Context: an optimization exercise on an open-source flow, tuned for small area and a short achievable clock period. The choices shown serve that exercise and are no tape-out recipe.
RTL that was checked went through simulation tests only; none was proved equivalent to the original.

==> build 24 <==
## note_lane_scroller
module note_lane_scroller #(
  parameter  int LANES   = note_pkg::DEF_LANES,
  parameter  int SLOTS   = 40,
  parameter  int POS_W   = note_pkg::DEF_POS_W,
  parameter  int SPEED_W = 4,
  parameter  int SPAWN_Y = note_pkg::DEF_SPAWN_Y,
  parameter  int HIT_Y   = note_pkg::DEF_HIT_Y,
  parameter  int HIT_WIN = note_pkg::DEF_HIT_WIN,
  localparam int IDX_W   = $clog2(SLOTS),
  localparam int LANE_W  = $clog2(LANES),
  localparam int CNT_W   = $clog2(SLOTS + 1)
) (
  input  logic               clock,
  input  logic               reset_n,
  input  logic               tick,
  input  logic [SPEED_W-1:0] speed,
  input  logic               chart_valid,
  input  logic [LANES-1:0]   chart_lanes,
  output logic               chart_ready,
  input  logic [LANES-1:0]   strum,
  output logic [LANES-1:0]   hit,
  output logic [LANES-1:0]   miss,
  output logic [LANES-1:0]   bad_strum,
  input  logic [IDX_W-1:0]   rd_idx,
  output logic               rd_valid,
  output logic [LANE_W-1:0]  rd_lane,
  output logic [POS_W-1:0]   rd_pos,
  output logic [CNT_W-1:0]   active_count,
  output logic               overflow
);
  localparam int PW = 9;
  localparam logic [PW-1:0] P_OFS   = 9'd11;
  localparam logic [PW-1:0] P_SPAWN = PW'(SPAWN_Y) + P_OFS;
  localparam int NQ = 4;                        
  localparam int QS = SLOTS / NQ;
  localparam int CG = 2;                        
  localparam int GS = SLOTS / CG;
  localparam int GW = $clog2(GS + 1);
  typedef logic [SLOTS-1:0] plane_t;
  plane_t              sv_q;                    
  plane_t [LANE_W-1:0] sl_q;                    
  plane_t [PW-1:0]     sp_q;                    
  logic                ready_q;
  ...
Settings: LEC_CHECK=0, CAP_MARGIN=30, CORE_MARGIN=2, CORE_UTILIZATION=55, GPL_TIMING_DRIVEN=1, PLACE_DENSITY=0.7, SLEW_MARGIN=30; clock period 95.0 ns.
standard.sh (not shown) runs the stock make flow with config.mk's settings and CLKGATE_MAP_FILE= SYNTH_SCRIPT=/design/flow/synth_recipe.tcl, a recipe that flattens the netlist after the stock synthesis.
==> flow/flow/run.sh <==
#!/bin/bash
# Layout flow: the standard ORFS flow (standard.sh) with these changes:
#  - synthesis maps the logic for area (ABC "map -a", no Yosys full-adder extraction); registers
#    are mapped exactly as in the standard synthesis (flow/synth.tcl);
#  - ports are buffered with sky130_fd_sc_hd__buf_2;
#  - the resizer's setup repair works toward a setup margin (flow/margin.txt), so that it
#    shortens the paths that set the achieved clock period. The clock and constraints are the standard flow's;
#  - clock tree synthesis arguments come from flow/cts_args.txt.
# Each step's full output goes to a log file in this folder.
set -euo pipefail
HERE=$(pwd)
FLOWDIR=$HERE/flow
MARGIN=$(cat $FLOWDIR/margin.txt)
CTSARGS=$(cat $FLOWDIR/cts_args.txt)
sed -e "s|SYNTH_SCRIPT=[^ ]*|SYNTH_SCRIPT=$FLOWDIR/synth.tcl|" standard.sh > own_synth.sh
sed -e "s|\"\${@:-finish}\"|SETUP_SLACK_MARGIN=$MARGIN BUFFER_PORTS_ARGS=\"-buffer_cell sky130_fd_sc_hd__buf_2\" CTS_ARGS=\"$CTSARGS\" \"\${@:-finish}\"|" standard.sh > own_layout.sh
export CUSTOM_ABC_SCRIPT=$FLOWDIR/abc_area.script
bash own_synth.sh synth > flow_synth.log 2>&1
bash own_layout.sh > flow_layout.log 2>&1
==> flow/flow/abc_area.script <==
&get -n; &st; &dch -f; &nf -a -R 1000; &put
==> flow/flow/cts_args.txt <==
-sink_clustering_enable -repair_clock_nets -dont_use_dummy_load -buf_list sky130_fd_sc_hd__clkbuf_8 -sink_clustering_size 12 -sink_clustering_max_diameter 100
==> flow/flow/margin.txt <==
72
==> flow/flow/synth.tcl <==
proc synth {args} { yosys synth -nofsm -noshare {*}$args }
# Map combinational logic for area: use our own ABC script in place of the one ORFS picks.
proc abc {args} {
  set i [lsearch -exact $args -script]
  if { $i >= 0 } { lset args [expr {$i + 1}] $::env(CUSTOM_ABC_SCRIPT) }
  yosys abc {*}$args
}
# Leave adders to ABC instead of Yosys's full/half-adder cell extraction.
proc extract_fa {args} { }
source $::env(SCRIPTS_DIR)/synth.tcl
# left out here: clear keep_hierarchy, flatten, clean up, hide names made inside functions, write 1_2_yosys.v
==> build 7: changes against build 24 <==
--- a/flow/design.v
+++ b/flow/design.v
@@ -98,17 +98,18 @@
   localparam int GS = SLOTS / CG;
   localparam int GW = $clog2(GS + 1);
   typedef logic [SLOTS-1:0] plane_t;
   plane_t              sv_q;                    
   plane_t [LANE_W-1:0] sl_q;                    
   plane_t [PW-1:0]     sp_q;                    
   logic                ready_q;
   logic [LANES-1:0]    pend_q;
-  logic [LANES-1:0]    hit_q, miss_q, bad_q;
+  logic [LANES-1:0]    hit_q, bad_q;
+  logic [1:0][LANES-1:0] miss_q;               
   logic [CNT_W-1:0]    base_q;
   logic [CG-1:0][GW-1:0] gone_q;
   logic                ovf_q;
   logic                rdv_q;
   logic [LANE_W-1:0]   rdl_q;
   logic [PW-1:0]       rdp_q;
   plane_t          inwin;                       
   plane_t          zone;                        
@@ -119,50 +120,43 @@
   assign lane_oh[0] = ~sl_q[1] & ~sl_q[0];
   assign lane_oh[1] = ~sl_q[1] &  sl_q[0];
   assign lane_oh[2] =  sl_q[1] & ~sl_q[0];
   assign lane_oh[3] =  sl_q[1] &  sl_q[0];
   plane_t                win;                   
   logic [LANES-1:0]      found;
   plane_t                cand  [LANES];
   logic [NQ-1:0][QS-1:0] alive [LANES][7];      
+  logic [NQ-1:0]         qalive[LANES][7];      
   logic [NQ-1:0][5:0]    qmax  [LANES];
-  logic [NQ-1:0]         qany  [LANES];
   logic [NQ-1:0][QS-1:0] qpick [LANES];
   logic [NQ-1:0]         qsel  [LANES];
-  logic [5:0]            lmax  [LANES];       
+  logic [5:0]            lmax  [LANES];         
   always_comb begin
     for (int l = 0; l < LANES; l++) begin
       cand[l]     = inwin & lane_oh[l];
       found[l]    = |cand[l];
       alive[l][0] = cand[l];
-      for (int q = 0; q < NQ; q++) begin
-        qany[l][q] = |alive[l][0][q];
-        for (int i = 0; i < 6; i++) begin
-          qmax[l][q][5-i]     = |(alive[l][i][q] & sp_q[5-i][q*QS +: QS]);
-          alive[l][i+1][q]    = alive[l][i][q] & (sp_q[5-i][q*QS +: QS] | {QS{~qmax[l][q][5-i]}});
+      for (int q = 0; q < NQ; q++) qalive[l][0][q] = |alive[l][0][q];
+      for (int i = 0; i < 6; i++) begin
+        for (int q = 0; q < NQ; q++) begin
+          qmax[l][q][5-i]  = |(alive[l][i][q] & sp_q[5-i][q*QS +: QS]);
+          alive[l][i+1][q] = alive[l][i][q] & (sp_q[5-i][q*QS +: QS] | {QS{~qmax[l][q][5-i]}});
         end
-        qpick[l][q] = alive[l][6][q] & (~alive[l][6][q] + QS'(1));
+        lmax[l][5-i]    = |(qalive[l][i] & {qmax[l][3][5-i], qmax[l][2][5-i], qmax[l][1][5-i], qmax[l][0][5-i]});
+        qalive[l][i+1]  = qalive[l][i] & ({qmax[l][3][5-i], qmax[l][2][5-i], qmax[l][1][5-i], qmax[l][0][5-i]} |
+                                          {NQ{~lmax[l][5-i]}});
       end
+      for (int q = 0; q < NQ; q++) qpick[l][q] = alive[l][6][q] & (~alive[l][6][q] + QS'(1));
+      qsel[l] = qalive[l][6] & (~qalive[l][6] + NQ'(1));
     end
   end
   always_comb begin
     win = '0;
     for (int l = 0; l < LANES; l++) begin
-      logic b01, b23, bfin, a01, a23;
-      logic [5:0] m01, m23;
-      b01  = qany[l][1] & (~qany[l][0] | (qmax[l][1] > qmax[l][0]));
-      m01  = b01 ? qmax[l][1] : qmax[l][0];
-      a01  = qany[l][0] | qany[l][1];
-      b23  = qany[l][3] & (~qany[l][2] | (qmax[l][3] > qmax[l][2]));
-      m23  = b23 ? qmax[l][3] : qmax[l][2];
-      a23  = qany[l][2] | qany[l][3];
-      bfin = a23 & (~a01 | (m23 > m01));
-      qsel[l] = {bfin & b23, bfin & ~b23, ~bfin & b01, ~bfin & ~b01};
-      lmax[l] = bfin ? m23 : m01;
       for (int q = 0; q < NQ; q++) win[q*QS +: QS] = win[q*QS +: QS] | (qpick[l][q] & {QS{qsel[l][q]}});
     end
   end
   plane_t            free_oh;
   logic              free_found;
   logic [LANES-1:0]  pend_oh;
   logic              pend_found;
   logic [LANE_W-1:0] pend_lane;
@@ -177,60 +171,83 @@
     .onehot_o (pend_oh),
     .found_o  (pend_found)
   );
   assign pend_lane = {pend_oh[3] | pend_oh[2], pend_oh[3] | pend_oh[1]};
   assign alloc     = ready_q ? '0 : free_oh;
   logic [3:0]      step;
   plane_t [PW:0]   carry;
   plane_t [PW-1:0] sum;
+  plane_t [3:0]    gen, prp;                    
   plane_t          over;                        
   plane_t          hit_sel;                     
   plane_t          strummed;
   plane_t          sv_d;
   plane_t [PW-1:0] sp_d;
   plane_t [PW-1:0] step_pl;                   
   assign step = tick ? speed : '0;
   always_comb for (int b = 0; b < PW; b++) step_pl[b] = (b < 4) ? {SLOTS{step[b % 4]}} : '0;
   always_comb begin
     carry[0] = '0;
-    for (int b = 0; b < PW; b++) begin
-      sum[b]     = sp_q[b] ^ step_pl[b] ^ carry[b];
-      carry[b+1] = (sp_q[b] & step_pl[b]) | (sp_q[b] & carry[b]) | (step_pl[b] & carry[b]);
+    for (int b = 0; b < 4; b++) begin
+      gen[b] = sp_q[b] & step_pl[b];
+      prp[b] = sp_q[b] | step_pl[b];
+    end
+    for (int b = 0; b < 3; b++) carry[b+1] = gen[b] | (prp[b] & carry[b]);
+    carry[4] = gen[3] | (prp[3] & gen[2]) | (prp[3] & prp[2] & gen[1]) | (prp[3] & prp[2] & prp[1] & gen[0]);
+    for (int b = 0; b < 4; b++) sum[b] = sp_q[b] ^ step_pl[b] ^ carry[b];
+    for (int b = 4; b < PW; b++) begin
+      sum[b]     = sp_q[b] ^ carry[b];
+      carry[b+1] = sp_q[b] & carry[b];
     end
     over     = sv_q & zone & carry[4];
     hit_sel  = ({SLOTS{strum[0]}} & lane_oh[0]) | ({SLOTS{strum[1]}} & lane_oh[1]) |
                ({SLOTS{strum[2]}} & lane_oh[2]) | ({SLOTS{strum[3]}} & lane_oh[3]);
     strummed = win & hit_sel;
     sv_d     = (sv_q & ~over & ~strummed) | alloc;
     for (int b = 0; b < PW; b++) sp_d[b] = P_SPAWN[b] ? (sum[b] | alloc) : (sum[b] & ~alloc);
   end
-  logic [LANES-1:0]       over_any, over_other, miss_d, hit_keep;
-  logic [2:0]             n_hit;
+  logic [LANES-1:0]       over_any, hit_keep;
+  logic [1:0][LANES-1:0]  over_other, miss_d;
+  logic [4:0]             hit_ge;               
   logic [CG-1:0][GW-1:0]  gone_d;
   logic [CNT_W-1:0]       count_now, base_d;
   always_comb begin
     for (int l = 0; l < LANES; l++) begin
       over_any[l]   = found[l] & (lmax[l][5:4] == 2'b11) & ((5'(lmax[l][3:0]) + 5'(step)) >= 5'd16);
-      over_other[l] = |(over & lane_oh[l] & ~win);
-      miss_d[l]     = strum[l] ? over_other[l] : over_any[l];
-    end
-    hit_keep = strum & found & ~over_any;
-    n_hit    = 3'(hit_keep[0]) + 3'(hit_keep[1]) + 3'(hit_keep[2]) + 3'(hit_keep[3]);
+      for (int h = 0; h < 2; h++) begin
+        over_other[h][l] = |(over[h*(SLOTS/2) +: SLOTS/2] & lane_oh[l][h*(SLOTS/2) +: SLOTS/2] &
+                             ~win[h*(SLOTS/2) +: SLOTS/2]);
+      end
+      miss_d[0][l] = strum[l] ? over_other[0][l] : over_any[l];
+      miss_d[1][l] = strum[l] & over_other[1][l];
+    end
+    hit_keep  = strum & found & ~over_any;
+    hit_ge[0] = 1'b1;
+    hit_ge[1] = |hit_keep;
+    hit_ge[2] = (hit_keep[0] & (hit_keep[1] | hit_keep[2] | hit_keep[3])) | (hit_keep[1] & (hit_keep[2] | hit_keep[3])) |
+                (hit_keep[2] & hit_keep[3]);
+    hit_ge[3] = (hit_keep[0] & hit_keep[1] & (hit_keep[2] | hit_keep[3])) | (hit_keep[2] & hit_keep[3] & (hit_keep[0] | hit_keep[1]));
+    hit_ge[4] = &hit_keep;
   end
   for (genvar g = 0; g < CG; g++) begin : g_gone
     note_popcount20 u_pc (
       .x (over[g*GS +: GS]),
       .y (gone_d[g])
     );
   end
   always_comb begin
     count_now = base_q;
     for (int g = 0; g < CG; g++) count_now = count_now - CNT_W'(gone_q[g]);
-    base_d = count_now + CNT_W'(!ready_q && free_found) - CNT_W'(n_hit);
+    begin
+      logic [CNT_W-1:0] c;
+      c = count_now + CNT_W'(!ready_q && free_found);
+      base_d = hit_ge[4] ? c - CNT_W'(4) : hit_ge[3] ? c - CNT_W'(3) : hit_ge[2] ? c - CNT_W'(2) :
+               hit_ge[1] ? c - CNT_W'(1) : c;
+    end
   end
   plane_t            rsel;
   logic              rdv_d;
   logic [LANE_W-1:0] rdl_d;
   logic [PW-1:0]     rdp_d;
   always_comb begin
     rsel  = (IDX_W'(rd_idx) < IDX_W'(SLOTS)) ? (plane_t'(1) << rd_idx) : '0;
     rdv_d = |(rsel & sv_q);
@@ -276,16 +293,16 @@
         for (int b = 0; b < LANE_W; b++) sl_q[b][s] <= pend_lane[b];
       end
     end
     rdl_q <= rdl_d;
     rdp_q <= rdp_d;
   end
   assign chart_ready  = ready_q;
   assign hit          = hit_q;
-  assign miss         = miss_q;
+  assign miss         = miss_q[0] | miss_q[1];
   assign bad_strum    = bad_q;
   assign rd_valid     = rdv_q;
   assign rd_lane      = rdl_q;
   assign rd_pos       = {1'b0, rdp_q - P_OFS};
   assign active_count = count_now;
   assign overflow     = ovf_q;
 endmodule
==> flow/flow/run.sh (replaced) <==
#!/bin/bash
# Layout flow: the standard ORFS flow (standard.sh) with these changes:
#  - synthesis (flow/synth.tcl) is the standard flow's synth_recipe.tcl with the logic mapped for area: ABC runs
#    flow/abc_area.script instead of ORFS's script, and Yosys's full/half-adder extraction is
#    skipped. Registers are mapped exactly as in the standard synthesis;
#  - ports are buffered with sky130_fd_sc_hd__buf_2;
#  - the resizer's setup repair works toward a setup margin (flow/margin.txt), so that it
#    shortens the paths that set the achieved clock period. The clock and constraints are the standard flow's;
#  - clock tree synthesis uses the arguments in flow/cts_args.txt.
# Each step's full output goes to a log file in this folder (flow_synth.log, flow_layout.log).
set -euo pipefail
HERE=$(pwd)
FLOWDIR=$HERE/flow
MARGIN=$(cat $FLOWDIR/margin.txt)
CTSARGS=$(cat $FLOWDIR/cts_args.txt)
sed -e "s|SYNTH_SCRIPT=[^ ]*|SYNTH_SCRIPT=$FLOWDIR/synth.tcl|" standard.sh > own_synth.sh
sed -e "s|\"\${@:-finish}\"|SETUP_SLACK_MARGIN=$MARGIN BUFFER_PORTS_ARGS=\"-buffer_cell sky130_fd_sc_hd__buf_2\" CTS_ARGS=\"$CTSARGS\" \"\${@:-finish}\"|" standard.sh > own_layout.sh
export CUSTOM_ABC_SCRIPT=$FLOWDIR/abc_area.script
bash own_synth.sh synth > flow_synth.log 2>&1
bash own_layout.sh > flow_layout.log 2>&1
- GPL_TIMING_DRIVEN: 1 -> 0
==> build 15: changes against build 24 <==
--- a/flow/design.v
+++ b/flow/design.v
@@ -98,17 +98,18 @@
   localparam int GS = SLOTS / CG;
   localparam int GW = $clog2(GS + 1);
   typedef logic [SLOTS-1:0] plane_t;
   plane_t              sv_q;                    
   plane_t [LANE_W-1:0] sl_q;                    
   plane_t [PW-1:0]     sp_q;                    
   logic                ready_q;
   logic [LANES-1:0]    pend_q;
-  logic [LANES-1:0]    hit_q, miss_q, bad_q;
+  logic [LANES-1:0]    hit_q, bad_q;
+  logic [1:0][LANES-1:0] miss_q;               
   logic [CNT_W-1:0]    base_q;
   logic [CG-1:0][GW-1:0] gone_q;
   logic                ovf_q;
   logic                rdv_q;
   logic [LANE_W-1:0]   rdl_q;
   logic [PW-1:0]       rdp_q;
   plane_t          inwin;                       
   plane_t          zone;                        
@@ -198,39 +199,54 @@
     end
     over     = sv_q & zone & carry[4];
     hit_sel  = ({SLOTS{strum[0]}} & lane_oh[0]) | ({SLOTS{strum[1]}} & lane_oh[1]) |
                ({SLOTS{strum[2]}} & lane_oh[2]) | ({SLOTS{strum[3]}} & lane_oh[3]);
     strummed = win & hit_sel;
     sv_d     = (sv_q & ~over & ~strummed) | alloc;
     for (int b = 0; b < PW; b++) sp_d[b] = P_SPAWN[b] ? (sum[b] | alloc) : (sum[b] & ~alloc);
   end
-  logic [LANES-1:0]       over_any, over_other, miss_d, hit_keep;
-  logic [2:0]             n_hit;
+  logic [LANES-1:0]       over_any, hit_keep;
+  logic [1:0][LANES-1:0]  over_other, miss_d;
+  logic [4:0]             hit_ge;               
   logic [CG-1:0][GW-1:0]  gone_d;
   logic [CNT_W-1:0]       count_now, base_d;
   always_comb begin
     for (int l = 0; l < LANES; l++) begin
       over_any[l]   = found[l] & (lmax[l][5:4] == 2'b11) & ((5'(lmax[l][3:0]) + 5'(step)) >= 5'd16);
-      over_other[l] = |(over & lane_oh[l] & ~win);
-      miss_d[l]     = strum[l] ? over_other[l] : over_any[l];
-    end
-    hit_keep = strum & found & ~over_any;
-    n_hit    = 3'(hit_keep[0]) + 3'(hit_keep[1]) + 3'(hit_keep[2]) + 3'(hit_keep[3]);
+      for (int h = 0; h < 2; h++) begin
+        over_other[h][l] = |(over[h*(SLOTS/2) +: SLOTS/2] & lane_oh[l][h*(SLOTS/2) +: SLOTS/2] &
+                             ~win[h*(SLOTS/2) +: SLOTS/2]);
+      end
+      miss_d[0][l] = strum[l] ? over_other[0][l] : over_any[l];
+      miss_d[1][l] = strum[l] & over_other[1][l];
+    end
+    hit_keep  = strum & found & ~over_any;
+    hit_ge[0] = 1'b1;
+    hit_ge[1] = |hit_keep;
+    hit_ge[2] = (hit_keep[0] & (hit_keep[1] | hit_keep[2] | hit_keep[3])) | (hit_keep[1] & (hit_keep[2] | hit_keep[3])) |
+                (hit_keep[2] & hit_keep[3]);
+    hit_ge[3] = (hit_keep[0] & hit_keep[1] & (hit_keep[2] | hit_keep[3])) | (hit_keep[2] & hit_keep[3] & (hit_keep[0] | hit_keep[1]));
+    hit_ge[4] = &hit_keep;
   end
   for (genvar g = 0; g < CG; g++) begin : g_gone
     note_popcount20 u_pc (
       .x (over[g*GS +: GS]),
       .y (gone_d[g])
     );
   end
   always_comb begin
     count_now = base_q;
     for (int g = 0; g < CG; g++) count_now = count_now - CNT_W'(gone_q[g]);
-    base_d = count_now + CNT_W'(!ready_q && free_found) - CNT_W'(n_hit);
+    begin
+      logic [CNT_W-1:0] c;
+      c = count_now + CNT_W'(!ready_q && free_found);
+      base_d = hit_ge[4] ? c - CNT_W'(4) : hit_ge[3] ? c - CNT_W'(3) : hit_ge[2] ? c - CNT_W'(2) :
+               hit_ge[1] ? c - CNT_W'(1) : c;
+    end
   end
   plane_t            rsel;
   logic              rdv_d;
   logic [LANE_W-1:0] rdl_d;
   logic [PW-1:0]     rdp_d;
   always_comb begin
     rsel  = (IDX_W'(rd_idx) < IDX_W'(SLOTS)) ? (plane_t'(1) << rd_idx) : '0;
     rdv_d = |(rsel & sv_q);
@@ -276,16 +292,16 @@
         for (int b = 0; b < LANE_W; b++) sl_q[b][s] <= pend_lane[b];
       end
     end
     rdl_q <= rdl_d;
     rdp_q <= rdp_d;
   end
   assign chart_ready  = ready_q;
   assign hit          = hit_q;
-  assign miss         = miss_q;
+  assign miss         = miss_q[0] | miss_q[1];
   assign bad_strum    = bad_q;
   assign rd_valid     = rdv_q;
   assign rd_lane      = rdl_q;
   assign rd_pos       = {1'b0, rdp_q - P_OFS};
   assign active_count = count_now;
   assign overflow     = ovf_q;
 endmodule
==> flow/flow/abc_area.script (replaced) <==
strash; dch; map -a
- CAP_MARGIN: 30 -> 20
- CORE_UTILIZATION: 55 -> 45
- GPL_TIMING_DRIVEN: 1 -> 0
- PLACE_DENSITY: 0.7 -> 0.6
- SLEW_MARGIN: 30 -> 20
==> impl_metrics.prom <==
# TYPE chip_impl_metric gauge
chip_impl_metric{name="areaGrowthSynthToFinish",unit="%"} 9.65
chip_impl_metric{name="power_share_of_the_clock_group",unit="%"} 7.8
chip_impl_metric{name="initialDrtViolationCount",unit=""} 11944
chip_impl_metric{name="cp.arrival",unit="ns"} 23.44
chip_impl_metric{name="skew",unit="ns"} 0.0698
chip_impl_metric{name="final_period_minus_worst_setup_slack",unit="ns"} 22.83
chip_impl_info{name="status",value="no timing/DRC/antenna violations"} 1
chip_impl_metric{name="place_hpwl",unit="microns"} 227000
chip_impl_metric{name="coreArea",unit="sq um"} 104000
chip_impl_metric{name="core.rowCount",unit=""} 118
That was build 15.
==> impl_metrics.prom <==
# TYPE chip_impl_metric gauge
chip_impl_metric{name="areaGrowthSynthToFinish",unit="%"} 10.0
chip_impl_metric{name="place_hpwl",unit="microns"} 178000
chip_impl_metric{name="power_share_of_the_clock_group",unit="%"} 8.1
chip_impl_metric{name="min_period_over_period",unit="%"} 24.3
chip_impl_info{name="status",value="no timing/DRC/antenna violations"} 1
chip_impl_metric{name="initialDrtViolationCount",unit=""} 9925
chip_impl_metric{name="layout.sequential_cells",unit=""} 530
chip_impl_metric{name="final_period_minus_worst_setup_slack",unit="ns"} 23.04
chip_impl_metric{name="skew",unit="ns"} 0.122
chip_impl_metric{name="coreArea",unit="sq um"} 81700
That was build 7.
==> impl_metrics.prom <==
# TYPE chip_impl_metric gauge
chip_impl_info{name="status",value="no timing/DRC/antenna violations"} 1
chip_impl_metric{name="setup_tns",unit="ns"} 0
chip_impl_metric{name="synth_nets",unit=""} 5897
chip_impl_metric{name="core.rowCount",unit=""} 105
chip_impl_metric{name="antenna_viol_nets_final",unit=""} 0
chip_impl_metric{name="skew",unit="ns"} 0.0900
chip_impl_metric{name="cp.arrival",unit="ns"} 23.45
chip_impl_info{name="clk_root_buffer_cell",value="sky130_fd_sc_hd__clkbuf_8"} 1
chip_impl_metric{name="coreArea",unit="sq um"} 81800
chip_impl_metric{name="drt_wl_total",unit="microns"} 238000
chip_impl_metric{name="final_period_minus_worst_setup_slack",unit="ns"} 22.85
chip_impl_metric{name="initialDrtViolationCount",unit=""} 10556
chip_impl_metric{name="areaGrowthSynthToFinish",unit="%"} 9.88
chip_impl_metric{name="final-clk-cell-share",unit="%"} 1.44
chip_impl_metric{name="globalRouteMet3Util",unit="%"} 19.4
chip_impl_metric{name="fin_total_pwr",unit="uW"} 1850
chip_impl_metric{name="power_share_of_the_clock_group",unit="%"} 7.1
chip_impl_metric{name="place_hpwl",unit="microns"} 179000
chip_impl_info{name="final_cell_mix",value="sky130_fd_sc_hd__nand2_1 (649), sky130_fd_sc_hd__nor2_1 (631), sky130_fd_sc_hd__o21a_1 (534)"} 1
That was build 24.
Only the layout flow was run in build 7 and build 15; the RTL was not checked for function there.

## what the ideal ports hide
In the flow no input, the clock included, has a driving cell. The finished layouts below were timed again as built, in two steps.
Step 1 sets driving cells, clkbuf_16 on the clock port and buf_2 on the other inputs (assumed; they add their load-dependent delay and slew).
Step 2 moves the port delays by t, midway between the first and last clock arrival at a register: inputs arrive t later, outputs are due t later. That takes back most of the time a late clock gives input paths.
a / b / c = no drivers / after step 1 / after step 2; a / b = the first two.
run | t, ns | setup WS [ns] | hold WS [ns] | worst data-port slew with drivers (ns)
build 24 | 0.774 | 72.147 / 72.165 / 71.391 | 0.459 / 0.459 / 0.459 | 0.08
build 7 | 0.811 | 71.958 / 72.005 / 71.193 | 0.498 / 0.498 / 0.498 | 0.16
build 15 | 0.880 | 72.168 / 72.148 / 71.268 | 0.481 / 0.481 / 0.481 | 0.15
After both steps setup and hold are still met in every run listed. For build 15, which loses most, drivers alone change the setup slack by -0.020 ns; drivers and shift together by -0.900 ns.
